Source: an optimization exercise on an open RTL-to-GDS flow (aim: small area, a short achievable clock period and few clock cycles). Production flows keep margins and buffers that such runs may drop. Only simulation tests tie the RTL to the original design; equivalence was not proved. Power is estimated from default activity; no workload was simulated.

`flow/flow/run.sh`:
```
#!/bin/bash
set -euo pipefail
MARGIN=$(cat flow/margin.txt)
bash standard.sh SETUP_SLACK_MARGIN=$MARGIN finish > standard_flow.log 2>&1
```
`flow/flow/margin.txt`:
```
5.7
```
`flow/standard.sh`:
```
#!/bin/bash
# synth_recipe.tcl (not shown) runs the flow's synth.tcl, then flattens the netlist and writes it again
# the make line also repeats each setting of config.mk as NAME=value (left out here)
make -C /OpenROAD-flow-scripts/flow DESIGN_CONFIG=/design/flow/config.mk WORK_HOME=/design/flow/orfs CLKGATE_MAP_FILE= SYNTH_SCRIPT=/design/flow/synth_recipe.tcl "${@:-finish}"
```
`flow/config.mk`:
```
export PLATFORM = sky130hd
export DESIGN_NAME = vnlp_engine
export DESIGN_NICKNAME = vnlp_engine
export VERILOG_FILES = /design/flow/design.v
export SDC_FILE = /design/flow/constraint.sdc
export NUM_CORES = 4
export LEC_CHECK = 0
export CAP_MARGIN = 20
export CORE_MARGIN = 2
export CORE_UTILIZATION = 40
export SLEW_MARGIN = 20
export SYNTH_HIERARCHICAL = 1
```
`flow/constraint.sdc`:
```
create_clock -name core_clock -period 10.0 [get_ports {clk}]
set_input_delay 2.0000 -clock core_clock [delete_from_list [all_inputs] [get_ports {clk}]]
set_output_delay 2.0000 -clock core_clock [all_outputs]
set_load 0.01 [all_outputs]
```
`flow/design.v`:
```
package vnlp_pkg;
   localparam logic MODE_L2SQ = 1'b0;
   localparam logic MODE_L1   = 1'b1;
endpackage
module vnlp_fa (
   input  logic a,
   input  logic b,
   input  logic c,
   output logic s,
   output logic co
);
   assign s  = a ^ b ^ c;
   assign co = (a & b) | (a & c) | (b & c);
endmodule
module vnlp_ha (
   input  logic a,
   input  logic b,
   output logic s,
   output logic co
);
   assign s  = a ^ b;
   assign co = a & b;
endmodule
module vnlp_mac (
   input  logic [23:0] u_i,
   input  logic        m2_i,
   input  logic        ml_i,
   input  logic [46:0] acc_i,
   input  logic [4:0]  cy_i,
   output logic [46:0] sum_o,
   output logic [4:0]  cy_o,
   output logic        ovf_o
);
   logic [23:0] u2;
   logic [46:0] ra, rb;
   logic t0;
   logic t1;
   logic t2;
   logic t3;
   logic t4;
   logic t5;
   logic t6;
   logic t7;
   logic t8;
   logic t9;
   logic t10;
   logic t11;
   logic t12;
   logic t13;
   logic t14;
   logic t15;
   logic t16;
   logic t17;
   logic t18;
   logic t19;
   logic t20;
   logic t21;
   logic t22;
   logic t23;
   logic t24;
   logic t25;
   logic t26;
   logic t27;
   logic t28;
   logic t29;
   logic t30;
   logic t31;
   logic t32;
   logic t33;
   logic t34;
   logic t35;
   logic t36;
   logic t37;
   logic t38;
   logic t39;
   logic t40;
   logic t41;
   logic t42;
   logic t43;
   logic t44;
   logic t45;
   logic t46;
   logic t47;
   logic t48;
   logic t49;
   logic t50;
   logic t51;
   logic t52;
   logic t53;
   logic t54;
   logic t55;
   logic t56;
   logic t57;
   logic t58;
   logic t59;
   logic t60;
   logic t61;
   logic t62;
   logic t63;
   logic t64;
   logic t65;
   logic t66;
   logic t67;
   logic t68;
   logic t69;
   logic t70;
   logic t71;
   logic t72;
   logic t73;
   logic t74;
   logic t75;
   logic t76;
   logic t77;
   logic t78;
   logic t79;
   logic t80;
   logic t81;
   logic t82;
   logic t83;
   logic t84;
   logic t85;
   logic t86;
   logic t87;
   logic t88;
   logic t89;
   logic t90;
   logic t91;
   logic t92;
   logic t93;
   logic t94;
   logic t95;
   logic t96;
   logic t97;
   logic t98;
   logic t99;
   logic t100;
   logic t101;
   logic t102;
   logic t103;
   logic t104;
   logic t105;
   logic t106;
   logic t107;
   logic t108;
   logic t109;
   logic t110;
   logic t111;
   logic t112;
   logic t113;
   logic t114;
   logic t115;
   logic t116;
   logic t117;
   logic t118;
   logic t119;
   logic t120;
   logic t121;
   logic t122;
   logic t123;
   logic t124;
   logic t125;
   logic t126;
   logic t127;
   logic t128;
   logic t129;
   logic t130;
   logic t131;
   logic t132;
   logic t133;
   logic t134;
   logic t135;
   logic t136;
   logic t137;
   logic t138;
   logic t139;
   logic t140;
   logic t141;
   logic t142;
   logic t143;
   logic t144;
   logic t145;
   logic t146;
   logic t147;
   logic t148;
   logic t149;
   logic t150;
   logic t151;
   logic t152;
   logic t153;
   logic t154;
   logic t155;
   logic t156;
   logic t157;
   logic t158;
   logic t159;
   logic t160;
   logic t161;
   logic t162;
   logic t163;
   logic t164;
   logic t165;
   logic t166;
   logic t167;
   logic t168;
   logic t169;
   logic t170;
   logic t171;
   logic t172;
   logic t173;
   logic t174;
   logic t175;
   logic t176;
   logic t177;
   logic t178;
   logic t179;
   logic t180;
   logic t181;
   logic t182;
   logic t183;
   logic t184;
   logic t185;
   logic t186;
   logic t187;
   logic t188;
   logic t189;
   logic t190;
   logic t191;
   logic t192;
   logic t193;
   logic t194;
   logic t195;
   logic t196;
   logic t197;
   logic t198;
   logic t199;
   logic t200;
   logic t201;
   logic t202;
   logic t203;
   logic t204;
   logic t205;
   logic t206;
   logic t207;
   logic t208;
   logic t209;
   logic t210;
   logic t211;
   logic t212;
   logic t213;
   logic t214;
   logic t215;
   logic t216;
   logic t217;
   logic t218;
   logic t219;
   logic t220;
   logic t221;
   logic t222;
   logic t223;
   logic t224;
   logic t225;
   logic t226;
   logic t227;
   logic t228;
   logic t229;
   logic t230;
   logic t231;
   logic t232;
   logic t233;
   logic t234;
   logic t235;
   logic t236;
   logic t237;
   logic t238;
   logic t239;
   logic t240;
   logic t241;
   logic t242;
   logic t243;
   logic t244;
   logic t245;
   logic t246;
   logic t247;
   logic t248;
   logic t249;
   logic t250;
   logic t251;
   logic t252;
   logic t253;
   logic t254;
   logic t255;
   logic t256;
   logic t257;
   logic t258;
   logic t259;
   logic t260;
   logic t261;
   logic t262;
   logic t263;
   logic t264;
   logic t265;
   logic t266;
   logic t267;
   logic t268;
   logic t269;
   logic t270;
   logic t271;
   logic t272;
   logic t273;
   logic t274;
   logic t275;
   logic t276;
   logic t277;
   logic t278;
   logic t279;
   logic t280;
   logic t281;
   logic t282;
   logic t283;
   logic t284;
   logic t285;
   logic t286;
   logic t287;
   logic t288;
   logic t289;
   logic t290;
   logic t291;
   logic t292;
   logic t293;
   logic t294;
   logic t295;
   logic t296;
   logic t297;
   logic t298;
   logic t299;
   logic t300;
   logic t301;
   logic t302;
   logic t303;
   logic t304;
   logic t305;
   logic t306;
   logic t307;
   logic t308;
   logic t309;
   logic t310;
   logic t311;
   logic t312;
   logic t313;
   logic t314;
   logic t315;
   logic t316;
   logic t317;
   logic t318;
   logic t319;
   logic t320;
   logic t321;
   logic t322;
   logic t323;
   logic t324;
   logic t325;
   logic t326;
   logic t327;
   logic t328;
   logic t329;
   logic t330;
   logic t331;
   logic t332;
   logic t333;
   logic t334;
   logic t335;
   logic t336;
   logic t337;
   logic t338;
   logic t339;
   logic t340;
   logic t341;
   logic t342;
   logic t343;
   logic t344;
   logic t345;
   logic t346;
   logic t347;
   logic t348;
   logic t349;
   logic t350;
   logic t351;
   logic t352;
   logic t353;
   logic t354;
   logic t355;
   logic t356;
   logic t357;
   logic t358;
   logic t359;
   logic t360;
   logic t361;
   logic t362;
   logic t363;
   logic t364;
   logic t365;
   logic t366;
   logic t367;
   logic t368;
   logic t369;
   logic t370;
   logic t371;
   logic t372;
   logic t373;
   logic t374;
   logic t375;
   logic t376;
   logic t377;
   logic t378;
   logic t379;
   logic t380;
   logic t381;
   logic t382;
   logic t383;
   logic t384;
   logic t385;
   logic t386;
   logic t387;
   logic t388;
   logic t389;
   logic t390;
   logic t391;
   logic t392;
   logic t393;
   logic t394;
   logic t395;
   logic t396;
   logic t397;
   logic t398;
   logic t399;
   logic t400;
   logic t401;
   logic t402;
   logic t403;
   logic t404;
   logic t405;
   logic t406;
   logic t407;
   logic t408;
   logic t409;
   logic t410;
   logic t411;
   logic t412;
   logic t413;
   logic t414;
   logic t415;
   logic t416;
   logic t417;
   logic t418;
   logic t419;
   logic t420;
   logic t421;
   logic t422;
   logic t423;
   logic t424;
   logic t425;
   logic t426;
   logic t427;
   logic t428;
   logic t429;
   logic t430;
   logic t431;
   logic t432;
   logic t433;
   logic t434;
   logic t435;
   logic t436;
   logic t437;
   logic t438;
   logic t439;
   logic t440;
   logic t441;
   logic t442;
   logic t443;
   logic t444;
   logic t445;
   logic t446;
   logic t447;
   logic t448;
   logic t449;
   logic t450;
   logic t451;
   logic t452;
   logic t453;
   logic t454;
   logic t455;
   logic t456;
   logic t457;
   logic t458;
   logic t459;
   logic t460;
   logic t461;
   logic t462;
   logic t463;
   logic t464;
   logic t465;
   logic t466;
   logic t467;
   logic t468;
   logic t469;
   logic t470;
   logic t471;
   logic t472;
   logic t473;
   logic t474;
   logic t475;
   logic t476;
   logic t477;
   logic t478;
   logic t479;
   logic t480;
   logic t481;
   logic t482;
   logic t483;
   logic t484;
   logic t485;
   logic t486;
   logic t487;
   logic t488;
   logic t489;
   logic t490;
   logic t491;
   logic t492;
   logic t493;
   logic t494;
   logic t495;
   logic t496;
   logic t497;
   logic t498;
   logic t499;
   logic t500;
   logic t501;
   logic t502;
   logic t503;
   logic t504;
   logic t505;
   logic t506;
   logic t507;
   logic t508;
   logic t509;
   logic t510;
   logic t511;
   logic t512;
   logic t513;
   logic t514;
   logic t515;
   logic t516;
   logic t517;
   logic t518;
   logic t519;
   logic t520;
   logic t521;
   logic t522;
   logic t523;
   logic t524;
   logic t525;
   logic t526;
   logic t527;
   logic t528;
   logic t529;
   logic t530;
   logic t531;
   logic t532;
   logic t533;
   logic t534;
   logic t535;
   logic t536;
   logic t537;
   logic t538;
   logic t539;
   logic t540;
   logic t541;
   assign u2 = u_i & {24{m2_i}};
   vnlp_ha u_ha0 (.a(acc_i[16]), .b((u2[1] & u2[14])), .s(t0), .co(t1));
   vnlp_ha u_ha1 (.a(acc_i[17]), .b((u2[1] & u2[15])), .s(t2), .co(t3));
   vnlp_fa u_fa0 (.a(acc_i[18]), .b(cy_i[1]), .c((u2[1] & u2[16])), .s(t4), .co(t5));
   vnlp_fa u_fa1 (.a((u2[2] & u2[15])), .b((u2[3] & u2[14])), .c((u2[4] & u2[13])), .s(t6), .co(t7));
   vnlp_fa u_fa2 (.a(acc_i[19]), .b((u2[1] & u2[17])), .c((u2[2] & u2[16])), .s(t8), .co(t9));
   vnlp_ha u_ha2 (.a((u2[3] & u2[15])), .b((u2[4] & u2[14])), .s(t10), .co(t11));
   vnlp_fa u_fa3 (.a(acc_i[20]), .b((u2[1] & u2[18])), .c((u2[2] & u2[17])), .s(t12), .co(t13));
   vnlp_fa u_fa4 (.a((u2[3] & u2[16])), .b((u2[4] & u2[15])), .c((u2[5] & u2[14])), .s(t14), .co(t15));
   vnlp_ha u_ha3 (.a((u2[6] & u2[13])), .b((u2[7] & u2[12])), .s(t16), .co(t17));
   vnlp_fa u_fa5 (.a(acc_i[21]), .b((u2[1] & u2[19])), .c((u2[2] & u2[18])), .s(t18), .co(t19));
   vnlp_fa u_fa6 (.a((u2[3] & u2[17])), .b((u2[4] & u2[16])), .c((u2[5] & u2[15])), .s(t20), .co(t21));
   vnlp_ha u_ha4 (.a((u2[6] & u2[14])), .b((u2[7] & u2[13])), .s(t22), .co(t23));
   vnlp_fa u_fa7 (.a(acc_i[22]), .b((u2[10] & u2[11])), .c((u2[1] & u2[20])), .s(t24), .co(t25));
   vnlp_fa u_fa8 (.a((u2[2] & u2[19])), .b((u2[3] & u2[18])), .c((u2[4] & u2[17])), .s(t26), .co(t27));
   vnlp_fa u_fa9 (.a((u2[5] & u2[16])), .b((u2[6] & u2[15])), .c((u2[7] & u2[14])), .s(t28), .co(t29));
   vnlp_ha u_ha5 (.a((u2[8] & u2[13])), .b((u2[9] & u2[12])), .s(t30), .co(t31));
   vnlp_fa u_fa10 (.a(acc_i[23]), .b(cy_i[2]), .c((u2[10] & u2[12])), .s(t32), .co(t33));
   vnlp_fa u_fa11 (.a((u2[1] & u2[21])), .b((u2[2] & u2[20])), .c((u2[3] & u2[19])), .s(t34), .co(t35));
   vnlp_fa u_fa12 (.a((u2[4] & u2[18])), .b((u2[5] & u2[17])), .c((u2[6] & u2[16])), .s(t36), .co(t37));
   vnlp_fa u_fa13 (.a((u2[7] & u2[15])), .b((u2[8] & u2[14])), .c((u2[9] & u2[13])), .s(t38), .co(t39));
   vnlp_fa u_fa14 (.a(acc_i[24]), .b((u2[10] & u2[13])), .c((u2[11] & u2[12])), .s(t40), .co(t41));
   vnlp_fa u_fa15 (.a((u2[1] & u2[22])), .b((u2[2] & u2[21])), .c((u2[3] & u2[20])), .s(t42), .co(t43));
   vnlp_fa u_fa16 (.a((u2[4] & u2[19])), .b((u2[5] & u2[18])), .c((u2[6] & u2[17])), .s(t44), .co(t45));
   vnlp_fa u_fa17 (.a((u2[7] & u2[16])), .b((u2[8] & u2[15])), .c((u2[9] & u2[14])), .s(t46), .co(t47));
   vnlp_fa u_fa18 (.a(acc_i[25]), .b((u2[10] & u2[14])), .c((u2[11] & u2[13])), .s(t48), .co(t49));
   vnlp_fa u_fa19 (.a((u2[2] & u2[22])), .b((u2[3] & u2[21])), .c((u2[4] & u2[20])), .s(t50), .co(t51));
   vnlp_fa u_fa20 (.a((u2[5] & u2[19])), .b((u2[6] & u2[18])), .c((u2[7] & u2[17])), .s(t52), .co(t53));
   vnlp_fa u_fa21 (.a(acc_i[26]), .b((u2[10] & u2[15])), .c((u2[11] & u2[14])), .s(t54), .co(t55));
   vnlp_fa u_fa22 (.a((u2[12] & u2[13])), .b((u2[3] & u2[22])), .c((u2[4] & u2[21])), .s(t56), .co(t57));
   vnlp_fa u_fa23 (.a((u2[5] & u2[20])), .b((u2[6] & u2[19])), .c((u2[7] & u2[18])), .s(t58), .co(t59));
   vnlp_fa u_fa24 (.a(acc_i[27]), .b((u2[10] & u2[16])), .c((u2[11] & u2[15])), .s(t60), .co(t61));
   vnlp_fa u_fa25 (.a((u2[12] & u2[14])), .b((u2[4] & u2[22])), .c((u2[5] & u2[21])), .s(t62), .co(t63));
   vnlp_fa u_fa26 (.a(acc_i[28]), .b((u2[10] & u2[17])), .c((u2[11] & u2[16])), .s(t64), .co(t65));
   vnlp_fa u_fa27 (.a((u2[12] & u2[15])), .b((u2[13] & u2[14])), .c((u2[5] & u2[22])), .s(t66), .co(t67));
   vnlp_fa u_fa28 (.a(acc_i[29]), .b(cy_i[3]), .c((u2[10] & u2[18])), .s(t68), .co(t69));
   vnlp_ha u_ha6 (.a((u2[11] & u2[17])), .b((u2[12] & u2[16])), .s(t70), .co(t71));
   vnlp_fa u_fa29 (.a(acc_i[30]), .b((u2[10] & u2[19])), .c((u2[11] & u2[18])), .s(t72), .co(t73));
   vnlp_ha u_ha7 (.a((u2[12] & u2[17])), .b((u2[13] & u2[16])), .s(t74), .co(t75));
   vnlp_ha u_ha8 (.a(acc_i[31]), .b((u2[10] & u2[20])), .s(t76), .co(t77));
   vnlp_ha u_ha9 (.a(acc_i[32]), .b((u2[10] & u2[21])), .s(t78), .co(t79));
   vnlp_ha u_ha10 (.a(acc_i[10]), .b((u2[1] & u2[8])), .s(t80), .co(t81));
   vnlp_ha u_ha11 (.a(acc_i[11]), .b((u2[1] & u2[9])), .s(t82), .co(t83));
   vnlp_fa u_fa30 (.a(acc_i[12]), .b(cy_i[0]), .c((u2[1] & u2[10])), .s(t84), .co(t85));
   vnlp_fa u_fa31 (.a((u2[2] & u2[9])), .b((u2[3] & u2[8])), .c((u2[4] & u2[7])), .s(t86), .co(t87));
   vnlp_fa u_fa32 (.a(acc_i[13]), .b((u2[1] & u2[11])), .c((u2[2] & u2[10])), .s(t88), .co(t89));
   vnlp_ha u_ha12 (.a((u2[3] & u2[9])), .b((u2[4] & u2[8])), .s(t90), .co(t91));
   vnlp_fa u_fa33 (.a(acc_i[14]), .b((u2[1] & u2[12])), .c((u2[2] & u2[11])), .s(t92), .co(t93));
   vnlp_fa u_fa34 (.a((u2[3] & u2[10])), .b((u2[4] & u2[9])), .c((u2[5] & u2[8])), .s(t94), .co(t95));
   vnlp_ha u_ha13 (.a((u2[6] & u2[7])), .b(u2[7]), .s(t96), .co(t97));
   vnlp_fa u_fa35 (.a(acc_i[15]), .b((u2[1] & u2[13])), .c((u2[2] & u2[12])), .s(t98), .co(t99));
   vnlp_fa u_fa36 (.a((u2[3] & u2[11])), .b((u2[4] & u2[10])), .c((u2[5] & u2[9])), .s(t100), .co(t101));
   vnlp_ha u_ha14 (.a((u2[6] & u2[8])), .b(((u2[0] & u2[14]) | (u_i[15] & ml_i))), .s(t102), .co(t103));
   vnlp_fa u_fa37 (.a((u2[2] & u2[13])), .b((u2[3] & u2[12])), .c((u2[4] & u2[11])), .s(t104), .co(t105));
   vnlp_fa u_fa38 (.a((u2[5] & u2[10])), .b((u2[6] & u2[9])), .c((u2[7] & u2[8])), .s(t106), .co(t107));
   vnlp_fa u_fa39 (.a(u2[8]), .b(((u2[0] & u2[15]) | (u_i[16] & ml_i))), .c(t0), .s(t108), .co(t109));
   vnlp_fa u_fa40 (.a((u2[2] & u2[14])), .b((u2[3] & u2[13])), .c((u2[4] & u2[12])), .s(t110), .co(t111));
   vnlp_fa u_fa41 (.a((u2[5] & u2[11])), .b((u2[6] & u2[10])), .c((u2[7] & u2[9])), .s(t112), .co(t113));
   vnlp_fa u_fa42 (.a(((u2[0] & u2[16]) | (u_i[17] & ml_i))), .b(t1), .c(t2), .s(t114), .co(t115));
   vnlp_fa u_fa43 (.a((u2[5] & u2[12])), .b((u2[6] & u2[11])), .c((u2[7] & u2[10])), .s(t116), .co(t117));
   vnlp_fa u_fa44 (.a((u2[8] & u2[9])), .b(u2[9]), .c(((u2[0] & u2[17]) | (u_i[18] & ml_i))), .s(t118), .co(t119));
   vnlp_fa u_fa45 (.a(t3), .b(t4), .c(t6), .s(t120), .co(t121));
   vnlp_fa u_fa46 (.a((u2[5] & u2[13])), .b((u2[6] & u2[12])), .c((u2[7] & u2[11])), .s(t122), .co(t123));
   vnlp_fa u_fa47 (.a((u2[8] & u2[10])), .b(((u2[0] & u2[18]) | (u_i[19] & ml_i))), .c(t10), .s(t124), .co(t125));
   vnlp_fa u_fa48 (.a(t5), .b(t7), .c(t8), .s(t126), .co(t127));
   vnlp_fa u_fa49 (.a((u2[8] & u2[11])), .b((u2[9] & u2[10])), .c(u2[10]), .s(t128), .co(t129));
   vnlp_fa u_fa50 (.a(((u2[0] & u2[19]) | (u_i[20] & ml_i))), .b(t11), .c(t16), .s(t130), .co(t131));
   vnlp_fa u_fa51 (.a(t9), .b(t12), .c(t14), .s(t132), .co(t133));
   vnlp_fa u_fa52 (.a((u2[8] & u2[12])), .b((u2[9] & u2[11])), .c(((u2[0] & u2[20]) | (u_i[21] & ml_i))), .s(t134), .co(t135));
   vnlp_fa u_fa53 (.a(t17), .b(t22), .c(t13), .s(t136), .co(t137));
   vnlp_fa u_fa54 (.a(t15), .b(t18), .c(t20), .s(t138), .co(t139));
   vnlp_fa u_fa55 (.a(u2[11]), .b(((u2[0] & u2[21]) | (u_i[22] & ml_i))), .c(t23), .s(t140), .co(t141));
   vnlp_fa u_fa56 (.a(t30), .b(t19), .c(t21), .s(t142), .co(t143));
   vnlp_fa u_fa57 (.a(t24), .b(t26), .c(t28), .s(t144), .co(t145));
   vnlp_fa u_fa58 (.a(((u2[0] & u2[22]) | (u_i[23] & ml_i))), .b(t31), .c(t25), .s(t146), .co(t147));
   vnlp_fa u_fa59 (.a(t27), .b(t29), .c(t32), .s(t148), .co(t149));
   vnlp_fa u_fa60 (.a(t34), .b(t36), .c(t38), .s(t150), .co(t151));
   vnlp_fa u_fa61 (.a(u2[12]), .b(t33), .c(t35), .s(t152), .co(t153));
   vnlp_fa u_fa62 (.a(t37), .b(t39), .c(t40), .s(t154), .co(t155));
   vnlp_fa u_fa63 (.a(t42), .b(t44), .c(t46), .s(t156), .co(t157));
   vnlp_fa u_fa64 (.a((u2[8] & u2[16])), .b((u2[9] & u2[15])), .c(t41), .s(t158), .co(t159));
   vnlp_fa u_fa65 (.a(t43), .b(t45), .c(t47), .s(t160), .co(t161));
   vnlp_fa u_fa66 (.a(t48), .b(t50), .c(t52), .s(t162), .co(t163));
   vnlp_fa u_fa67 (.a((u2[8] & u2[17])), .b((u2[9] & u2[16])), .c(u2[13]), .s(t164), .co(t165));
   vnlp_fa u_fa68 (.a(t49), .b(t51), .c(t53), .s(t166), .co(t167));
   vnlp_fa u_fa69 (.a(t54), .b(t56), .c(t58), .s(t168), .co(t169));
   vnlp_fa u_fa70 (.a((u2[6] & u2[20])), .b((u2[7] & u2[19])), .c((u2[8] & u2[18])), .s(t170), .co(t171));
   vnlp_fa u_fa71 (.a((u2[9] & u2[17])), .b(t55), .c(t57), .s(t172), .co(t173));
   vnlp_fa u_fa72 (.a(t59), .b(t60), .c(t62), .s(t174), .co(t175));
   vnlp_fa u_fa73 (.a((u2[6] & u2[21])), .b((u2[7] & u2[20])), .c((u2[8] & u2[19])), .s(t176), .co(t177));
   vnlp_fa u_fa74 (.a((u2[9] & u2[18])), .b(u2[14]), .c(t61), .s(t178), .co(t179));
   vnlp_fa u_fa75 (.a(t63), .b(t64), .c(t66), .s(t180), .co(t181));
   vnlp_fa u_fa76 (.a((u2[13] & u2[15])), .b((u2[6] & u2[22])), .c((u2[7] & u2[21])), .s(t182), .co(t183));
   vnlp_fa u_fa77 (.a((u2[8] & u2[20])), .b((u2[9] & u2[19])), .c(t70), .s(t184), .co(t185));
   vnlp_fa u_fa78 (.a(t65), .b(t67), .c(t68), .s(t186), .co(t187));
   vnlp_fa u_fa79 (.a((u2[14] & u2[15])), .b((u2[7] & u2[22])), .c((u2[8] & u2[21])), .s(t188), .co(t189));
   vnlp_fa u_fa80 (.a((u2[9] & u2[20])), .b(u2[15]), .c(t71), .s(t190), .co(t191));
   vnlp_fa u_fa81 (.a(t74), .b(t69), .c(t72), .s(t192), .co(t193));
   vnlp_fa u_fa82 (.a((u2[11] & u2[19])), .b((u2[12] & u2[18])), .c((u2[13] & u2[17])), .s(t194), .co(t195));
   vnlp_fa u_fa83 (.a((u2[14] & u2[16])), .b((u2[8] & u2[22])), .c((u2[9] & u2[21])), .s(t196), .co(t197));
   vnlp_fa u_fa84 (.a(t75), .b(t76), .c(t73), .s(t198), .co(t199));
   vnlp_fa u_fa85 (.a((u2[11] & u2[20])), .b((u2[12] & u2[19])), .c((u2[13] & u2[18])), .s(t200), .co(t201));
   vnlp_fa u_fa86 (.a((u2[14] & u2[17])), .b((u2[15] & u2[16])), .c((u2[9] & u2[22])), .s(t202), .co(t203));
   vnlp_fa u_fa87 (.a(u2[16]), .b(t77), .c(t78), .s(t204), .co(t205));
   vnlp_fa u_fa88 (.a(acc_i[33]), .b((u2[10] & u2[22])), .c((u2[11] & u2[21])), .s(t206), .co(t207));
   vnlp_fa u_fa89 (.a((u2[12] & u2[20])), .b((u2[13] & u2[19])), .c((u2[14] & u2[18])), .s(t208), .co(t209));
   vnlp_ha u_ha15 (.a((u2[15] & u2[17])), .b(t79), .s(t210), .co(t211));
   vnlp_fa u_fa90 (.a(acc_i[34]), .b((u2[11] & u2[22])), .c((u2[12] & u2[21])), .s(t212), .co(t213));
   vnlp_fa u_fa91 (.a((u2[13] & u2[20])), .b((u2[14] & u2[19])), .c((u2[15] & u2[18])), .s(t214), .co(t215));
   vnlp_ha u_ha16 (.a((u2[16] & u2[17])), .b(u2[17]), .s(t216), .co(t217));
   vnlp_fa u_fa92 (.a(acc_i[35]), .b(cy_i[4]), .c((u2[12] & u2[22])), .s(t218), .co(t219));
   vnlp_fa u_fa93 (.a((u2[13] & u2[21])), .b((u2[14] & u2[20])), .c((u2[15] & u2[19])), .s(t220), .co(t221));
   vnlp_fa u_fa94 (.a(acc_i[36]), .b((u2[13] & u2[22])), .c((u2[14] & u2[21])), .s(t222), .co(t223));
   vnlp_ha u_ha17 (.a((u2[15] & u2[20])), .b((u2[16] & u2[19])), .s(t224), .co(t225));
   vnlp_ha u_ha18 (.a(acc_i[37]), .b((u2[14] & u2[22])), .s(t226), .co(t227));
   vnlp_ha u_ha19 (.a(acc_i[38]), .b((u2[15] & u2[22])), .s(t228), .co(t229));
   vnlp_ha u_ha20 (.a(acc_i[6]), .b((u2[1] & u2[4])), .s(t230), .co(t231));
   vnlp_ha u_ha21 (.a(acc_i[7]), .b((u2[1] & u2[5])), .s(t232), .co(t233));
   vnlp_fa u_fa95 (.a(acc_i[8]), .b((u2[1] & u2[6])), .c((u2[2] & u2[5])), .s(t234), .co(t235));
   vnlp_ha u_ha22 (.a((u2[3] & u2[4])), .b(u2[4]), .s(t236), .co(t237));
   vnlp_fa u_fa96 (.a(acc_i[9]), .b((u2[1] & u2[7])), .c((u2[2] & u2[6])), .s(t238), .co(t239));
   vnlp_ha u_ha23 (.a((u2[3] & u2[5])), .b(((u2[0] & u2[8]) | (u_i[9] & ml_i))), .s(t240), .co(t241));
   vnlp_fa u_fa97 (.a((u2[2] & u2[7])), .b((u2[3] & u2[6])), .c((u2[4] & u2[5])), .s(t242), .co(t243));
   vnlp_fa u_fa98 (.a(u2[5]), .b(((u2[0] & u2[9]) | (u_i[10] & ml_i))), .c(t80), .s(t244), .co(t245));
   vnlp_fa u_fa99 (.a((u2[2] & u2[8])), .b((u2[3] & u2[7])), .c((u2[4] & u2[6])), .s(t246), .co(t247));
   vnlp_fa u_fa100 (.a(((u2[0] & u2[10]) | (u_i[11] & ml_i))), .b(t81), .c(t82), .s(t248), .co(t249));
   vnlp_fa u_fa101 (.a((u2[5] & u2[6])), .b(u2[6]), .c(((u2[0] & u2[11]) | (u_i[12] & ml_i))), .s(t250), .co(t251));
   vnlp_fa u_fa102 (.a(t83), .b(t84), .c(t86), .s(t252), .co(t253));
   vnlp_fa u_fa103 (.a((u2[5] & u2[7])), .b(((u2[0] & u2[12]) | (u_i[13] & ml_i))), .c(t90), .s(t254), .co(t255));
   vnlp_fa u_fa104 (.a(t85), .b(t87), .c(t88), .s(t256), .co(t257));
   vnlp_fa u_fa105 (.a(((u2[0] & u2[13]) | (u_i[14] & ml_i))), .b(t91), .c(t96), .s(t258), .co(t259));
   vnlp_fa u_fa106 (.a(t89), .b(t92), .c(t94), .s(t260), .co(t261));
   vnlp_fa u_fa107 (.a(t97), .b(t93), .c(t95), .s(t262), .co(t263));
   vnlp_fa u_fa108 (.a(t102), .b(t100), .c(t98), .s(t264), .co(t265));
   vnlp_fa u_fa109 (.a(t101), .b(t103), .c(t99), .s(t266), .co(t267));
   vnlp_fa u_fa110 (.a(t104), .b(t106), .c(t108), .s(t268), .co(t269));
   vnlp_fa u_fa111 (.a(t105), .b(t107), .c(t110), .s(t270), .co(t271));
   vnlp_fa u_fa112 (.a(t112), .b(t109), .c(t114), .s(t272), .co(t273));
   vnlp_fa u_fa113 (.a(t111), .b(t113), .c(t116), .s(t274), .co(t275));
   vnlp_fa u_fa114 (.a(t118), .b(t115), .c(t120), .s(t276), .co(t277));
   vnlp_fa u_fa115 (.a(t117), .b(t119), .c(t122), .s(t278), .co(t279));
   vnlp_fa u_fa116 (.a(t124), .b(t121), .c(t126), .s(t280), .co(t281));
   vnlp_fa u_fa117 (.a(t123), .b(t128), .c(t125), .s(t282), .co(t283));
   vnlp_fa u_fa118 (.a(t130), .b(t127), .c(t132), .s(t284), .co(t285));
   vnlp_fa u_fa119 (.a(t129), .b(t134), .c(t131), .s(t286), .co(t287));
   vnlp_fa u_fa120 (.a(t136), .b(t133), .c(t138), .s(t288), .co(t289));
   vnlp_fa u_fa121 (.a(t135), .b(t137), .c(t140), .s(t290), .co(t291));
   vnlp_fa u_fa122 (.a(t142), .b(t139), .c(t144), .s(t292), .co(t293));
   vnlp_fa u_fa123 (.a(t141), .b(t143), .c(t146), .s(t294), .co(t295));
   vnlp_fa u_fa124 (.a(t145), .b(t148), .c(t150), .s(t296), .co(t297));
   vnlp_fa u_fa125 (.a(t147), .b(t152), .c(t149), .s(t298), .co(t299));
   vnlp_fa u_fa126 (.a(t151), .b(t154), .c(t156), .s(t300), .co(t301));
   vnlp_fa u_fa127 (.a(t153), .b(t158), .c(t160), .s(t302), .co(t303));
   vnlp_fa u_fa128 (.a(t155), .b(t157), .c(t162), .s(t304), .co(t305));
   vnlp_fa u_fa129 (.a(t164), .b(t159), .c(t161), .s(t306), .co(t307));
   vnlp_fa u_fa130 (.a(t166), .b(t163), .c(t168), .s(t308), .co(t309));
   vnlp_fa u_fa131 (.a(t165), .b(t170), .c(t167), .s(t310), .co(t311));
   vnlp_fa u_fa132 (.a(t172), .b(t169), .c(t174), .s(t312), .co(t313));
   vnlp_fa u_fa133 (.a(t171), .b(t176), .c(t173), .s(t314), .co(t315));
   vnlp_fa u_fa134 (.a(t178), .b(t175), .c(t180), .s(t316), .co(t317));
   vnlp_fa u_fa135 (.a(t177), .b(t182), .c(t179), .s(t318), .co(t319));
   vnlp_fa u_fa136 (.a(t184), .b(t181), .c(t186), .s(t320), .co(t321));
   vnlp_fa u_fa137 (.a(t183), .b(t188), .c(t185), .s(t322), .co(t323));
   vnlp_fa u_fa138 (.a(t190), .b(t187), .c(t192), .s(t324), .co(t325));
   vnlp_fa u_fa139 (.a(t189), .b(t194), .c(t196), .s(t326), .co(t327));
   vnlp_fa u_fa140 (.a(t191), .b(t198), .c(t193), .s(t328), .co(t329));
   vnlp_fa u_fa141 (.a(t195), .b(t197), .c(t200), .s(t330), .co(t331));
   vnlp_fa u_fa142 (.a(t202), .b(t199), .c(t204), .s(t332), .co(t333));
   vnlp_fa u_fa143 (.a(t201), .b(t203), .c(t206), .s(t334), .co(t335));
   vnlp_fa u_fa144 (.a(t208), .b(t210), .c(t205), .s(t336), .co(t337));
   vnlp_fa u_fa145 (.a(t216), .b(t207), .c(t209), .s(t338), .co(t339));
   vnlp_fa u_fa146 (.a(t212), .b(t214), .c(t211), .s(t340), .co(t341));
   vnlp_fa u_fa147 (.a((u2[16] & u2[18])), .b(t217), .c(t213), .s(t342), .co(t343));
   vnlp_fa u_fa148 (.a(t215), .b(t218), .c(t220), .s(t344), .co(t345));
   vnlp_fa u_fa149 (.a((u2[17] & u2[18])), .b(u2[18]), .c(t224), .s(t346), .co(t347));
   vnlp_fa u_fa150 (.a(t219), .b(t221), .c(t222), .s(t348), .co(t349));
   vnlp_fa u_fa151 (.a((u2[15] & u2[21])), .b((u2[16] & u2[20])), .c((u2[17] & u2[19])), .s(t350), .co(t351));
   vnlp_fa u_fa152 (.a(t225), .b(t226), .c(t223), .s(t352), .co(t353));
   vnlp_fa u_fa153 (.a((u2[16] & u2[21])), .b((u2[17] & u2[20])), .c((u2[18] & u2[19])), .s(t354), .co(t355));
   vnlp_fa u_fa154 (.a(u2[19]), .b(t227), .c(t228), .s(t356), .co(t357));
   vnlp_fa u_fa155 (.a(acc_i[39]), .b((u2[16] & u2[22])), .c((u2[17] & u2[21])), .s(t358), .co(t359));
   vnlp_ha u_ha24 (.a((u2[18] & u2[20])), .b(t229), .s(t360), .co(t361));
   vnlp_fa u_fa156 (.a(acc_i[40]), .b((u2[17] & u2[22])), .c((u2[18] & u2[21])), .s(t362), .co(t363));
   vnlp_ha u_ha25 (.a((u2[19] & u2[20])), .b(u2[20]), .s(t364), .co(t365));
   vnlp_ha u_ha26 (.a(acc_i[41]), .b((u2[18] & u2[22])), .s(t366), .co(t367));
   vnlp_ha u_ha27 (.a(acc_i[42]), .b((u2[19] & u2[22])), .s(t368), .co(t369));
   vnlp_ha u_ha28 (.a(acc_i[4]), .b((u2[1] & u2[2])), .s(t370), .co(t371));
   vnlp_ha u_ha29 (.a(acc_i[5]), .b((u2[1] & u2[3])), .s(t372), .co(t373));
   vnlp_fa u_fa157 (.a((u2[2] & u2[3])), .b(u2[3]), .c(((u2[0] & u2[5]) | (u_i[6] & ml_i))), .s(t374), .co(t375));
   vnlp_fa u_fa158 (.a((u2[2] & u2[4])), .b(((u2[0] & u2[6]) | (u_i[7] & ml_i))), .c(t231), .s(t376), .co(t377));
   vnlp_fa u_fa159 (.a(((u2[0] & u2[7]) | (u_i[8] & ml_i))), .b(t233), .c(t236), .s(t378), .co(t379));
   vnlp_fa u_fa160 (.a(t237), .b(t235), .c(t240), .s(t380), .co(t381));
   vnlp_fa u_fa161 (.a(t239), .b(t241), .c(t242), .s(t382), .co(t383));
   vnlp_fa u_fa162 (.a(t243), .b(t246), .c(t245), .s(t384), .co(t385));
   vnlp_fa u_fa163 (.a(t247), .b(t250), .c(t249), .s(t386), .co(t387));
   vnlp_fa u_fa164 (.a(t251), .b(t254), .c(t253), .s(t388), .co(t389));
   vnlp_fa u_fa165 (.a(t255), .b(t258), .c(t257), .s(t390), .co(t391));
   vnlp_fa u_fa166 (.a(t259), .b(t262), .c(t261), .s(t392), .co(t393));
   vnlp_fa u_fa167 (.a(t263), .b(t266), .c(t265), .s(t394), .co(t395));
   vnlp_fa u_fa168 (.a(t267), .b(t270), .c(t269), .s(t396), .co(t397));
   vnlp_fa u_fa169 (.a(t271), .b(t274), .c(t273), .s(t398), .co(t399));
   vnlp_fa u_fa170 (.a(t275), .b(t278), .c(t277), .s(t400), .co(t401));
   vnlp_fa u_fa171 (.a(t279), .b(t282), .c(t281), .s(t402), .co(t403));
   vnlp_fa u_fa172 (.a(t283), .b(t286), .c(t285), .s(t404), .co(t405));
   vnlp_fa u_fa173 (.a(t287), .b(t290), .c(t289), .s(t406), .co(t407));
   vnlp_fa u_fa174 (.a(t291), .b(t293), .c(t294), .s(t408), .co(t409));
   vnlp_fa u_fa175 (.a(t295), .b(t297), .c(t298), .s(t410), .co(t411));
   vnlp_fa u_fa176 (.a(t299), .b(t301), .c(t302), .s(t412), .co(t413));
   vnlp_fa u_fa177 (.a(t303), .b(t306), .c(t305), .s(t414), .co(t415));
   vnlp_fa u_fa178 (.a(t307), .b(t310), .c(t309), .s(t416), .co(t417));
   vnlp_fa u_fa179 (.a(t311), .b(t314), .c(t313), .s(t418), .co(t419));
   vnlp_fa u_fa180 (.a(t315), .b(t318), .c(t317), .s(t420), .co(t421));
   vnlp_fa u_fa181 (.a(t319), .b(t322), .c(t321), .s(t422), .co(t423));
   vnlp_fa u_fa182 (.a(t326), .b(t323), .c(t325), .s(t424), .co(t425));
   vnlp_fa u_fa183 (.a(t327), .b(t330), .c(t329), .s(t426), .co(t427));
   vnlp_fa u_fa184 (.a(t331), .b(t334), .c(t336), .s(t428), .co(t429));
   vnlp_fa u_fa185 (.a(t338), .b(t335), .c(t340), .s(t430), .co(t431));
   vnlp_fa u_fa186 (.a(t339), .b(t342), .c(t341), .s(t432), .co(t433));
   vnlp_fa u_fa187 (.a(t343), .b(t346), .c(t345), .s(t434), .co(t435));
   vnlp_fa u_fa188 (.a(t350), .b(t347), .c(t352), .s(t436), .co(t437));
   vnlp_fa u_fa189 (.a(t351), .b(t354), .c(t353), .s(t438), .co(t439));
   vnlp_fa u_fa190 (.a(t355), .b(t358), .c(t360), .s(t440), .co(t441));
   vnlp_fa u_fa191 (.a(t364), .b(t359), .c(t362), .s(t442), .co(t443));
   vnlp_fa u_fa192 (.a((u2[19] & u2[21])), .b(t365), .c(t366), .s(t444), .co(t445));
   vnlp_fa u_fa193 (.a((u2[20] & u2[21])), .b(u2[21]), .c(t367), .s(t446), .co(t447));
   vnlp_ha u_ha30 (.a(acc_i[43]), .b((u2[20] & u2[22])), .s(t448), .co(t449));
   vnlp_ha u_ha31 (.a(acc_i[44]), .b((u2[21] & u2[22])), .s(t450), .co(t451));
   vnlp_ha u_ha32 (.a(acc_i[2]), .b(u2[1]), .s(t452), .co(t453));
   vnlp_ha u_ha33 (.a(acc_i[3]), .b(((u2[0] & u2[2]) | (u_i[3] & ml_i))), .s(t454), .co(t455));
   vnlp_fa u_fa194 (.a(u2[2]), .b(((u2[0] & u2[3]) | (u_i[4] & ml_i))), .c(t370), .s(t456), .co(t457));
   vnlp_fa u_fa195 (.a(((u2[0] & u2[4]) | (u_i[5] & ml_i))), .b(t371), .c(t372), .s(t458), .co(t459));
   vnlp_fa u_fa196 (.a(t373), .b(t230), .c(t374), .s(t460), .co(t461));
   vnlp_fa u_fa197 (.a(t232), .b(t375), .c(t376), .s(t462), .co(t463));
   vnlp_fa u_fa198 (.a(t234), .b(t377), .c(t378), .s(t464), .co(t465));
   vnlp_fa u_fa199 (.a(t238), .b(t379), .c(t380), .s(t466), .co(t467));
   vnlp_fa u_fa200 (.a(t244), .b(t381), .c(t382), .s(t468), .co(t469));
   vnlp_fa u_fa201 (.a(t248), .b(t383), .c(t384), .s(t470), .co(t471));
   vnlp_fa u_fa202 (.a(t252), .b(t385), .c(t386), .s(t472), .co(t473));
   vnlp_fa u_fa203 (.a(t256), .b(t387), .c(t388), .s(t474), .co(t475));
   vnlp_fa u_fa204 (.a(t260), .b(t389), .c(t390), .s(t476), .co(t477));
   vnlp_fa u_fa205 (.a(t264), .b(t391), .c(t392), .s(t478), .co(t479));
   vnlp_fa u_fa206 (.a(t393), .b(t268), .c(t394), .s(t480), .co(t481));
   vnlp_fa u_fa207 (.a(t395), .b(t272), .c(t396), .s(t482), .co(t483));
   vnlp_fa u_fa208 (.a(t276), .b(t397), .c(t398), .s(t484), .co(t485));
   vnlp_fa u_fa209 (.a(t280), .b(t399), .c(t400), .s(t486), .co(t487));
   vnlp_fa u_fa210 (.a(t284), .b(t401), .c(t402), .s(t488), .co(t489));
   vnlp_fa u_fa211 (.a(t288), .b(t403), .c(t404), .s(t490), .co(t491));
   vnlp_fa u_fa212 (.a(t292), .b(t405), .c(t406), .s(t492), .co(t493));
   vnlp_fa u_fa213 (.a(t296), .b(t407), .c(t408), .s(t494), .co(t495));
   vnlp_fa u_fa214 (.a(t300), .b(t409), .c(t410), .s(t496), .co(t497));
   vnlp_fa u_fa215 (.a(t304), .b(t411), .c(t412), .s(t498), .co(t499));
   vnlp_fa u_fa216 (.a(t308), .b(t413), .c(t414), .s(t500), .co(t501));
   vnlp_fa u_fa217 (.a(t312), .b(t415), .c(t416), .s(t502), .co(t503));
   vnlp_fa u_fa218 (.a(t316), .b(t417), .c(t418), .s(t504), .co(t505));
   vnlp_fa u_fa219 (.a(t320), .b(t419), .c(t420), .s(t506), .co(t507));
   vnlp_fa u_fa220 (.a(t324), .b(t421), .c(t422), .s(t508), .co(t509));
   vnlp_fa u_fa221 (.a(t328), .b(t423), .c(t424), .s(t510), .co(t511));
   vnlp_fa u_fa222 (.a(t332), .b(t425), .c(t426), .s(t512), .co(t513));
   vnlp_fa u_fa223 (.a(t333), .b(t427), .c(t428), .s(t514), .co(t515));
   vnlp_fa u_fa224 (.a(t337), .b(t430), .c(t429), .s(t516), .co(t517));
   vnlp_fa u_fa225 (.a(t344), .b(t432), .c(t431), .s(t518), .co(t519));
   vnlp_fa u_fa226 (.a(t348), .b(t433), .c(t434), .s(t520), .co(t521));
   vnlp_fa u_fa227 (.a(t349), .b(t435), .c(t436), .s(t522), .co(t523));
   vnlp_fa u_fa228 (.a(t356), .b(t437), .c(t438), .s(t524), .co(t525));
   vnlp_fa u_fa229 (.a(t357), .b(t440), .c(t439), .s(t526), .co(t527));
   vnlp_fa u_fa230 (.a(t361), .b(t441), .c(t442), .s(t528), .co(t529));
   vnlp_fa u_fa231 (.a(t363), .b(t444), .c(t443), .s(t530), .co(t531));
   vnlp_fa u_fa232 (.a(t368), .b(t445), .c(t446), .s(t532), .co(t533));
   vnlp_fa u_fa233 (.a(t369), .b(t448), .c(t447), .s(t534), .co(t535));
   vnlp_fa u_fa234 (.a(u2[22]), .b(t449), .c(t450), .s(t536), .co(t537));
   vnlp_ha u_ha34 (.a(acc_i[45]), .b(t451), .s(t538), .co(t539));
   vnlp_ha u_ha35 (.a(acc_i[46]), .b(u2[23]), .s(t540), .co(t541));
   assign ra = {t540, t538, t536, t534, t532, t529, t528, t525, t523, t521, t519, t518, t515, t513, t511, t509, t507, t505, t503, t501, t499, t497, t495, t493, t491, t489, t487, t485, t483, t481, t479, t477, t475, t473, t471, t469, t467, t465, t463, t461, t459, t457, t455, t453, ((u2[0] & u2[1]) | (u_i[2] & ml_i)), acc_i[1], acc_i[0]};
   assign rb = {t539, t537, t535, t533, t531, t530, t527, t526, t524, t522, t520, t517, t516, t514, t512, t510, t508, t506, t504, t502, t500, t498, t496, t494, t492, t490, t488, t486, t484, t482, t480, t478, t476, t474, t472, t470, t468, t466, t464, t462, t460, t458, t456, t454, t452, (u_i[1] & ml_i), (u2[0] | (u_i[0] & ml_i))};
   logic [12:0] blk0;
   assign blk0 = {1'b0, ra[11:0]} + {1'b0, rb[11:0]};
   assign sum_o[11:0] = blk0[11:0];
   logic [6:0] blk1;
   assign blk1 = {1'b0, ra[17:12]} + {1'b0, rb[17:12]};
   assign sum_o[17:12] = blk1[5:0];
   logic [5:0] blk2;
   assign blk2 = {1'b0, ra[22:18]} + {1'b0, rb[22:18]};
   assign sum_o[22:18] = blk2[4:0];
   logic [6:0] blk3;
   assign blk3 = {1'b0, ra[28:23]} + {1'b0, rb[28:23]};
   assign sum_o[28:23] = blk3[5:0];
   logic [6:0] blk4;
   assign blk4 = {1'b0, ra[34:29]} + {1'b0, rb[34:29]};
   assign sum_o[34:29] = blk4[5:0];
   logic [12:0] blk5;
   assign blk5 = {1'b0, ra[46:35]} + {1'b0, rb[46:35]};
   assign sum_o[46:35] = blk5[11:0];
   assign cy_o = {blk4[6], blk3[6], blk2[5], blk1[6], blk0[12]};
   assign ovf_o = blk5[12] | t541;
endmodule
module vnlp_engine #(
   parameter int DW      = 24,
   parameter int AW      = 9,
   parameter int LW      = 7,
   parameter int ACCW    = 2*DW-1,
   parameter int LEN_MAX = 2**LW-1,
   parameter int NCY     = 5
) (
   input  logic                 clk,
   input  logic                 rst_n,
   input  logic                 START,
   input  logic [AW-1:0]        HEAD,
   input  logic                 NORM_MODE,
   output logic                 DONE,
   output logic [ACCW-1:0]      NORM2,
   output logic [LW-1:0]        LEN,
   output logic                 ERR,
   output logic                 SAT,
   output logic [AW-1:0]        rd_addr1,
   output logic [AW-1:0]        rd_addr2,
   input  logic [DW-1:0]        rd_data1,
   input  logic [DW-1:0]        rd_data2
);
   logic            busy_q;      
   logic            v1_q;        
   logic            v2_q;        
   logic            fin_q;       
   logic [NCY-1:0]  cy_q;        
   logic [AW-1:0]   head_q;
   logic            mode_q;
   logic [LW-1:0]   len_q;
   logic            err_q;
   logic [AW-1:0]   p_q;         
   logic [DW-1:0]   u_q;         
   logic            m2_q, ml_q;
   logic [ACCW-1:0] acc_q;
   logic            sat_q;
   logic            satd_q;      
   logic            start_ok, hit, last;
   logic [AW-1:0]   link;
   logic [DW-1:0]   mag;
   logic [ACCW-1:0] sum;
   logic [NCY-1:0]  cy;
   logic            ovf;
   assign link     = rd_data1[AW-1:0];
   assign start_ok = START & ~busy_q & ~v1_q & ~v2_q;
   assign hit      = (link == head_q);
   assign last     = hit | (len_q == LW'(LEN_MAX-1));
   assign mag      = rd_data2[DW-1] ? -rd_data2 : rd_data2;
   assign rd_addr1 = busy_q ? link : HEAD;
   assign rd_addr2 = p_q;
   always_ff @(posedge clk or negedge rst_n) begin
      if (!rst_n) begin
         busy_q <= 1'b0;
         v1_q   <= 1'b0;
         v2_q   <= 1'b0;
         fin_q  <= 1'b0;
         cy_q   <= '0;
      end else begin
         if (start_ok)    busy_q <= 1'b1;
         else if (last)   busy_q <= 1'b0;
         v1_q <= busy_q;
         v2_q <= v1_q;
         if (start_ok)              fin_q <= 1'b0;
         else if (v2_q && !v1_q)    fin_q <= 1'b1;
         cy_q <= cy & {NCY{~start_ok}};
      end
   end
   always_ff @(posedge clk) begin
      p_q <= rd_addr1 + 1'b1;
      if (start_ok) begin
         head_q <= HEAD;
         mode_q <= NORM_MODE;
         len_q  <= '0;
      end else if (busy_q) begin
         len_q  <= len_q + 1'b1;
         err_q  <= ~hit;
      end
      u_q  <= mag;
      m2_q <= v1_q & (mode_q == vnlp_pkg::MODE_L2SQ);
      ml_q <= v1_q & (mode_q == vnlp_pkg::MODE_L1);
      acc_q <= (sum | {ACCW{sat_q}}) & {ACCW{~start_ok}};
      sat_q <= (sat_q | ovf) & ~start_ok;
      satd_q <= sat_q & ~start_ok;
   end
   vnlp_mac u_mac (
      .u_i   (u_q),
      .m2_i  (m2_q),
      .ml_i  (ml_q),
      .acc_i (acc_q),
      .cy_i  (cy_q),
      .sum_o (sum),
      .cy_o  (cy),
      .ovf_o (ovf)
   );
   assign DONE  = fin_q & (sat_q ? satd_q : (cy_q == '0));
   assign NORM2 = acc_q;
   assign LEN   = len_q;
   assign ERR   = err_q;
   assign SAT   = sat_q;
endmodule
```
==> impl_metrics.toml, run 1 <==
[placed_design]
hpwl_um = 24500
place.gp.congestion = 0.851
portBuffers = 120
place_area_mm2 = 0.0146
dp.cells = 1735

[setup_path]
cp_num_buf_inv = 5
worst_path_most_repeated_cell = "fa_1"
end_kind = "flop"
crit_required_ns = 10.24
cpPeakStageDelay_ns = 0.50
crit_chain = "buf_6 > buf_12 > bufbuf_16 > and3_1 > ha_1 > fa_1 > fa_1 > fa_1 > fa_1 > ha_2 > inv_2 > fa_2 > inv_2 > a21oi_2 > o21bai_2 > a21o_1 > a21o_1 > nor2b_1"
worstPathArrival_ns = 4.83
critPathKind = "reg -> reg"
crit_slowest_cell = "fa_1"
start_kind = "flop"
critPathTopFamily = "adder cells"
crit_fanout = 17

[final_layout]
final_nets = 1762
antenna-diode-count = 0
stdcell_count = 1820
area_growth_pct = 25.2
finish.instance_area_mm2 = 0.0163
final_layout_size_suffix_gt1_frac = 0.194

[synthesis]
synth_most_common_cell = "fa_1"
yosysSeqAreaShare = 0.182
synth-seq-cells = 111
synth_xor_area_frac = 0.0476
syn-cell-area_mm2 = 0.0131
synth-simple-area-share = 0.200
netlist_top_cells_area = "fa_1, dfxtp_1, and3_1"
synth_top_area_cell = "fa_1"
synth_top_family_by_area = "adder cells"
netlist.area_leader.share = 0.370
async_flop_share = 0.0811
syn_avg_cell_area_um2 = 10.4
ys_warn_count = 7
muxShareOfSynthArea = 0.00671
synth_nets = 1639
synth-compound-area-share = 0.0710
synthAdderAreaFrac = 0.453
synth_edf_count = 11
synthFlopType = "dfxtp_1"
synth_cells = 1250
yosys.cell_types.count = 58
ys_top_cells_by_count = "fa_1, and3_1, nor2_1, dfxtp_1, ha_1"

[sta]
grt_setup_unrepaired = "yes"
tns_ns = 0
finalCritPeriodShare = 0.459
setup_viol = 0
hold_viol = 0
slew_violations = 0
max_freq_mhz = 218
clock_skew_ns = 0.0121
min_period_ns = 4.59
worstMarginPinSlew_ns = 1.08
max-slew-margin-rel = 0.279

[flow_run]
cap_violations = 0

[min_path]
min_path_type = "reg -> reg"

[die]
rows = 66
initial_utilization = 0.403
io-pin-count = 136
die_h_um = 185
dieWidth_um = 185
dieArea_mm2 = 0.0341
core_mm2 = 0.0324

[global_routing]
grt_pass1_vias = 10500
grt_pass1_wl_um = 59300
grt_max_degree = 71
track_usage = 0.229
overflow = 0
antenna_found_initial = 1

[clock_tree]
root_buffer = "clkbuf_16"
cts_max_level = 3
numCtsBuffers = 9
cts_sinks = 111
cts_tree = "done"
clockBufferDepth = 2
clkSlewWorstSetupHoldPaths_ns = 0.09
clk_latency_ns = 0.38

[power]
p_per_area_mw_per_mm2 = 418
irDropWorstVdd_uv = 259
p_leak_nw = 7.70

[routing]
wl_per_cell_um = 21.1
drc = 0
vias = 9984
dr.pass1.iters = 5
wirelength_um = 38500
via_per_inst = 5.49
drt_iter0_drc = 628
ant_nets = 0

[status]
status = "finished clean"
==> stage by stage <==
stage	worst slack, ns	util	hold slack (ns)	total power, W
after global placement	4.21	0.452	0.403	0.00557
after global routing	5.27	0.505	0.434	0.00763
after CTS	5.43	0.482	0.418	0.00636
final	5.41	0.505	0.419	0.00684
after floorplan	5.60	-	0.388	0.00456
after detailed placement	4.16	0.452	0.404	0.00566
==> cell usage in the layout, fill, tap and decap left out, types with 5 or more instances in the layout <==
cell / instances
buf_6: 51
a21o_1: 17
xor2_1: 21
a21oi_2: 7
nor2_1: 113
edfxtp_1: 11
nand2_1: 25
nand2b_1: 5
inv_2: 6
fa_2: 42
dfxtp_1: 77
buf_12: 5
and2_1: 22
ha_4: 6
and3_1: 222
nor2b_1: 10
and3_4: 10
dfrtp_1: 8
clkdlybuf4s50_1: 92
mux2_4: 5
nand4_1: 8
clkbuf_16: 17
a22o_1: 22
o21a_1: 6
nor3_1: 10
or3_1: 5
dfxtp_4: 11
buf_4: 39
o31ai_1: 5
o21ai_0: 19
xnor2_1: 48
ha_2: 5
fa_1: 199
inv_1: 31
ha_1: 76
a21oi_1: 21
==> power breakdown <==
part / switching (W) / internal, W
combinational: 0.00280 / 0.00289
clock: 0.000218 / 0.000181
sequential: 0.000164 / 0.000577
total: 0.00319 / 0.00365
==> timing repair <==
action                                  CTS  global route
pin swaps                                24            39
setup buffers                            40            16
gates resized for setup                 200           102
endpoints found under the setup margin   65            43
cloned                                    4             9
hold buffers                              0             0
==> modules after synthesis, one instance, submodules excluded <==
| module | cell area, um2 | flip-flops and latches |
|---|---|---|
| vnlp_ha | 12.5 | 0 |
| vnlp_mac | 3950 | 0 |
| vnlp_engine | 3950 | 111 |
| vnlp_fa | 20.0 | 0 |
==> final timing paths <==
kind | from | to | slack (ns) | cells past startpoint
max | m2_q | cy_q[3] | 5.41 | 18
min | mode_q | m2_q | 0.42 | 1
max reg2reg | m2_q | cy_q[3] | 5.41 | 18
min reg2reg | mode_q | m2_q | 0.42 | 1
max in group asynchronous | rst_n | busy_q | 7.43 | 1
min in group asynchronous | rst_n | fin_q | 2.06 | 1
==> area by class of cell <==
class,count,area [um2]
Fill cell,2961,16000
Clock buffer,9,225
Tap cell,442,553
Inverter,37,139
Multi-Input combinational cell,1008,10600
Clock inverter,7,82.6
Timing Repair Buffer,206,2270
Sequential cell,111,2420
==> cell families after synthesis <==
logic type | Yosys count
flip-flops | 111
buffers and inverters | 132
AND/OR/NAND/NOR | 466
XOR/XNOR | 71
AO/OA/AOI/OAI | 134
adder cells (fa/ha/maj) | 328
multiplexers | 8
==> metal layers <==
layer  wire length, um  GRT usage  vias to the layer above
li1                  -          -                     4504
met1             16600      0.310                     5093
met2             18300      0.374                      334
met3              2780     0.0486                       51
met4               738     0.0606                        2
met5                13          0                        -
==> registers in the layout, summed over array words and instances, names as in the netlist, 5 cells and up <==
register  flops
acc_q        47
u_q          24
head_q        9
p_q           9
len_q         7
cy_q          5
Testbench counts, summed over its fixed seeds: cycles 26,468.
==> run 2, diff against run 1 <==
==> flow/flow/margin.txt (replaced) <==
5.4
==> run 2 against run 1 <==
Effect of this change:
- still clean
- hold slack got worse by 0.0056 ns
- design area shrank 4.0%
- via count fell by 1.2%
- sequential share of layout area grew 0.67 points
- clock skew increased by 0.0059 ns
- critical path depth is 13 lower
- setup slack got worse by 0.0063 ns
- flip-flop and latch count stayed put
- first-iteration DRC count increased by 14%
- register-to-register slack better by 0.02 ns
- combinational power fell by 6.1%
- largest cell class unchanged
==> impl_metrics.toml, run 2 <==
[synthesis]
netlist_top_cells_area = "fa_1, dfxtp_1, and3_1"
netlist.area_leader.share = 0.370
synth-simple-area-share = 0.200
synth_most_common_cell = "fa_1"
synth_edf_count = 11
synth_nets = 1639
synth_cells = 1250
ys_warn_count = 7
syn_avg_cell_area_um2 = 10.4
yosys.cell_types.count = 58
syn-cell-area_mm2 = 0.0131
muxShareOfSynthArea = 0.00671
synth_top_area_cell = "fa_1"
synth_top_family_by_area = "adder cells"
ys_top_cells_by_count = "fa_1, and3_1, nor2_1, dfxtp_1, ha_1"
synthFlopType = "dfxtp_1"
synth-compound-area-share = 0.0710
synth_xor_area_frac = 0.0476
async_flop_share = 0.0811
synth-seq-cells = 111
synthAdderAreaFrac = 0.453
yosysSeqAreaShare = 0.182

[setup_path]
critPathKind = "reg -> out"
r2r-start = "m2_q"
end_kind = "primary output"
reg2reg_depth = 17
crit_required_ns = 8.00
start_kind = "flop"
crit_fanout = 2
worstPathArrival_ns = 2.59
startpoint = "cy_q[0]"

[status]
status = "finished clean"

[routing]
wl_per_cell_um = 20.7
drt_iter0_drc = 713
ant_nets = 0
via_per_inst = 5.49
wirelength_um = 37200
dr.pass1.iters = 5
vias = 9864
drc = 0

[power]
p_int_w = 0.00342
irDropWorstVdd_uv = 279
p_per_area_mw_per_mm2 = 413
power_switching_w = 0.00306
p_clk_frac = 0.060
p_leak_nw = 7.48
seqPwrFrac = 0.114
switching_share = 0.472
combPwrFrac = 0.826

[placed_design]
place_area_mm2 = 0.0146
place.gp.congestion = 0.826
portBuffers = 120
hpwl_um = 24800

[final_layout]
final_layout_size_suffix_gt1_frac = 0.151
finish.instance_area_mm2 = 0.0157
largest_reg_flops = 47
layout_commonest_cell = "and3_1"
final_nets = 1738
regMostFlops = "acc_q"
top_regs = "acc_q x47, u_q x24"
antenna-diode-count = 0
area_growth_pct = 20.2
layout_common_cells = "and3_1, fa_1, nor2_1"
n_fill_cell = 3005

[global_routing]
grt_max_degree = 80
overflow = 0
track_usage = 0.226
grt_pass1_vias = 10600
grt_pass1_wl_um = 59100
antenna_found_initial = 2

[die]
dieArea_mm2 = 0.0341
initial_utilization = 0.403
core_mm2 = 0.0324
die_h_um = 185
io-pin-count = 136
dieWidth_um = 185
rows = 66

[min_path]
min_path_type = "reg -> reg"
whs_path_depth = 1
hp-start = "mode_q"

[clock_tree]
cts_tree = "done"
numCtsBuffers = 9
cts_sinks = 111
clkSlewWorstSetupHoldPaths_ns = 0.09
cts_hold_buf = 0
clk_latency_ns = 0.38
cts_max_level = 3
root_buffer = "clkbuf_16"
clockBufferDepth = 2

[sta]
slew_violations = 0
setup_viol = 0
hold_viol = 0
finalCritPeriodShare = 0.459
worstMarginPinSlew_ns = 1.08
min_period_ns = 4.59
tns_ns = 0
clock_skew_ns = 0.0180
grt_setup_unrepaired = "yes"
max-slew-margin-rel = 0.275
max_freq_mhz = 218

[flow_run]
cap_violations = 0
run 2: changes by cell type in the layout (fill, tap and decap cells not counted), moves of 6 or more:
| cell | delta |
|---|---|
| buf_2 | +10 |
| buf_6 | -32 |
| clkbuf_2 | +7 |
| fa_1 | +17 |
| fa_2 | -17 |
| ha_1 | +6 |
run 2: path summary, 6_finish.rpt:
kind | to | slack (ns)
min in group asynchronous | cy_q[1] | 2.10
setup reg to reg | cy_q[3] | 5.43
max in group asynchronous | busy_q | 7.34
setup / recovery | DONE | 5.41
hold reg to reg | m2_q | 0.41
hold / removal | m2_q | 0.41
run 2: logic make-up (layout without fill, tap and decap cells):
family	count (synthesis)	in the layout
simple gates	466	466
fa+ha+maj	328	328
compound gates	134	134
buf+inv	132	236
mux	8	8
flops	111	111
xor+xnor	71	71
run 2: layout make-up:
type | count | area [um2] | share of cell area
sequential | 111 | 2430 | 0.155
inverter | 37 | 139 | 0.00886
timing repair buffer | 183 | 1840 | 0.117
multi-input combinational | 1007 | 10400 | 0.665
tap | 442 | 553 | 0.0353
clock inverter | 6 | 72.6 | 0.00463
clock buffer | 10 | 229 | 0.0146
run 2: Yosys stat by module, one instance, submodules excluded:
module       cells inside  times used  flip-flops and latches  area (um2)
vnlp_fa                 1         235                       0        20.0
vnlp_engine           379           1                     111        3950
vnlp_mac              600           1                       0        3950
vnlp_ha                 1          36                       0        12.5
run 2: timing repair:
action | CTS | global route
setup endpoints to repair | 47 | 33
gates resized for setup | 166 | 69
cloned | 3 | 5
pin swaps | 12 | 34
hold endpoints to repair | 0 | 0
setup buffers | 31 | 6
run 2: power groups by stage:
| stage | Sequential, W | Combinational, W | Clock (W) |
|---|---|---|---|
| after CTS | 0.000742 | 0.00509 | 0.000399 |
| after floorplan | 0.000703 | 0.00378 | 0 |
| after global placement | 0.000758 | 0.00476 | 0 |
| after detailed placement | 0.000759 | 0.00485 | 0 |
| after global routing | 0.000763 | 0.00609 | 0.000417 |
| final | 0.000741 | 0.00535 | 0.000389 |
run 2: worst max-delay path, stage by stage (launching register included):
cell	delay, ns
dfrtp_1	0.45
or4_1	0.60
nor3_1	0.30
a21oi_1	0.11
nor2b_1	0.16
clkdlybuf4s50_1	0.59
run 2: per-stage QoR:
| step | utilization | setup slack, ns | hold slack, ns | total power, W | std cells |
|---|---|---|---|---|---|
| 2_1_floorplan | - | 5.40 | 0.388 | 0.00448 | 1250 |
| 3_3_place_gp | 0.450 | 4.24 | 0.398 | 0.00552 | 1735 |
| 3_5_place_dp | 0.450 | 4.11 | 0.404 | 0.00561 | 1735 |
| 4_1_cts | 0.476 | 5.35 | 0.418 | 0.00623 | 1785 |
| 5_1_grt | 0.484 | 5.29 | 0.448 | 0.00727 | 1796 |
| 6_report | 0.484 | 5.41 | 0.414 | 0.00648 | 1796 |
run 2: metal layers:
layer / track usage / share of wire / vias up
li1: - / - / 4448
met3: 0.0476 / 0.074 / 34
met1: 0.308 / 0.44 / 5055
met2: 0.376 / 0.48 / 327
met5: 0 / 0 / -
met4: 0.0432 / 0.012 / 0
==> run 3, diff against run 2 <==
==> flow/flow/run.sh (replaced) <==
#!/bin/bash
set -euo pipefail
MARGIN=$(cat flow/margin.txt)
PORTBUF=$(cat flow/portbuf.txt)
bash standard.sh SETUP_SLACK_MARGIN=$MARGIN "BUFFER_PORTS_ARGS=-buffer_cell $PORTBUF" finish > standard_flow.log 2>&1
==> flow/flow/portbuf.txt (new file) <==
sky130_fd_sc_hd__buf_1
==> run 3 against run 2 <==
Effect of this change:
- still clean on timing, DRC and antenna
- fmax decreased by 2.6%
- global-route usage down 1.0 points
- design area down 4.8%
- register-to-register slack worse by 0.15 ns
- hold slack gained 0.0029 ns
- final cell count decreased by 0.50%
- clock skew fell by 0.0011 ns
- non-clock buffer count is 9 lower
- critical path depth is 12 higher
- setup slack got worse by 0.12 ns
- critical endpoint is now cy_q[3]
- largest power group unchanged
==> impl_metrics.toml, run 3 <==
[status]
status = "finished clean"

[sta]
min_period_ns = 4.72
max_freq_mhz = 212
hold_viol = 0
grt_setup_unrepaired = "yes"
tns_ns = 0
max-slew-margin-rel = 0.328
slew_violations = 0
setup_viol = 0
worstMarginPinSlew_ns = 1.01
finalCritPeriodShare = 0.472

[synthesis]
synthFlopType = "dfxtp_1"
synth_cells = 1250
syn-cell-area_mm2 = 0.0131
synth-seq-cells = 111
yosysSeqAreaShare = 0.182
async_flop_share = 0.0811
synth_top_area_cell = "fa_1"
netlist.area_leader.share = 0.370
syn_avg_cell_area_um2 = 10.4
netlist_top_cells_area = "fa_1, dfxtp_1, and3_1"

[die]
core_mm2 = 0.0324
io-pin-count = 136
dieWidth_um = 185
dieArea_mm2 = 0.0341
rows = 66
initial_utilization = 0.403
die_h_um = 185

[final_layout]
final_layout_size_suffix_gt1_frac = 0.119
finish.instance_area_mm2 = 0.0149
top_regs = "acc_q x47, u_q x24"
final_nets = 1729
area_growth_pct = 14.4
n_fill_cell = 3079
layout_commonest_cell = "and3_1"
layout_common_cells = "and3_1, fa_1, buf_1"

[routing]
wl_per_cell_um = 20.3
drt_iter0_drc = 624
drc = 0
via_per_inst = 5.50
wirelength_um = 36400
vias = 9830
dr.pass1.iters = 5
ant_nets = 0

[setup_path]
crit_fanout = 6
reg2reg_slack_ns = 5.28
cpPeakStageDelay_ns = 0.57
end_kind = "flop"
crit_slowest_cell = "fa_1"
start_kind = "flop"
critPathKind = "reg -> reg"
crit_chain = "buf_12 > buf_6 > and3_4 > fa_1 > fa_2 > fa_2 > fa_1 > fa_1 > ha_2 > inv_2 > fa_2 > inv_2 > a21oi_2 > o21bai_2 > a21o_1 > a21o_1 > nor2b_2"
crit_required_ns = 10.30

[clock_tree]
clkSlewWorstSetupHoldPaths_ns = 0.08
numCtsBuffers = 9
cts_max_level = 3
clk_latency_ns = 0.38
cts_sinks = 111
cts_tree = "done"

[global_routing]
grt_pass1_vias = 10200
overflow = 0
grt_pass1_wl_um = 56200
track_usage = 0.216
grt_max_degree = 72
antenna_found_initial = 1

[placed_design]
place_area_mm2 = 0.0138
hpwl_um = 25000

[power]
finalPower_w = 0.00633
p_leak_nw = 7.08
irDropWorstVdd_uv = 249

[flow_run]
cap_violations = 0
## run 3: cell count changes in the layout (fill, tap and decap cells not counted), sizes merged
| cell | previous run | this run |
|---|---|---|
| clkbuf | 21 | 15 |
| clkdlybuf4s50 | 93 | 0 |
| buf | 79 | 169 |
## run 3: cell families (layout without fill, tap and decap cells)
group | count (synthesis) | count (layout) | share of synthesized area
xor gates and xnor gates | 71 | 71 | 0.0476
AOI/OAI and AO/OA | 134 | 134 | 0.0710
muxes | 8 | 8 | 0.00671
DFF | 111 | 111 | 0.182
and+or+nand+nor | 466 | 466 | 0.200
buffers and inverters | 132 | 227 | 0.0395
adders and majority gates | 328 | 328 | 0.453
## run 3: area by class of cell
type                       instances  area [um2]  area share
timing repair buffer             174        1180      0.0789
sequential                       111        2420       0.162
clock inverter                     6        72.6     0.00486
multi-input combinational       1007       10300       0.693
inverter                          37         139     0.00930
tap                              442         553      0.0370
clock buffer                      10         229      0.0153
## run 3: what timing repair did
action,in CTS,in global routing
gates resized for setup,47,67
endpoints found under the setup margin,40,19
cloned,2,5
buffers inserted,11,17
pin swaps,6,23
## run 3: metrics by stage
stage	hold WS, ns	worst slack (ns)	utilization	cells
floorplan	0.388	5.40	-	1250
global placement	0.402	4.16	0.427	1736
detailed placement	0.405	4.09	0.427	1736
CTS	0.418	5.37	0.446	1765
global route	0.449	5.17	0.461	1787
finish	0.417	5.28	0.461	1787
## run 3: metal layers
metal | vias to the layer above | GRT usage | wire, um
li1 | 4436 | - | -
met1 | 5029 | 0.293 | 15900
met2 | 323 | 0.354 | 17400
met3 | 42 | 0.0413 | 2410
met4 | 0 | 0.0616 | 627
met5 | - | 0 | 0
## run 3: worst paths after layout
check | cells after the start | start | endpoint
max reg2reg | 17 | m2_q | cy_q[3]
max in group asynchronous | 1 | rst_n | fin_q
min | 1 | mode_q | m2_q
min in group asynchronous | 1 | rst_n | cy_q[1]
min reg2reg | 1 | mode_q | m2_q
max | 17 | m2_q | cy_q[3]
## run 3: worst max-delay path, delay by kind of cell (launching register included)
kind	cells	cell delay, ns
AO/OA/AOI/OAI	4	0.47
flip-flops	1	0.36
adder cells (fa/ha/maj)	7	3.13
buffers and inverters	4	0.36
AND/OR/NAND/NOR	2	0.30
## run 3: Yosys stat by module (local to each module, per instance)
module,cells inside,flip-flops and latches
vnlp_fa,1,0
vnlp_ha,1,0
vnlp_mac,600,0
vnlp_engine,379,111
## run 3: where the power goes
group          leakage, nW  internal, W  switching, W
Sequential           0.958     0.000577      0.000160
Combinational         5.97      0.00252       0.00268
Clock                0.146     0.000179      0.000209

Re-timed with assumed drivers on the ports (clkbuf_16 on the clock, buf_2 on other inputs), run 3 has 5.285 ns of setup slack against 5.285 ns with ideal ports, and 5.285 ns once port delays also move by the mid clock arrival of 0.422 ns.
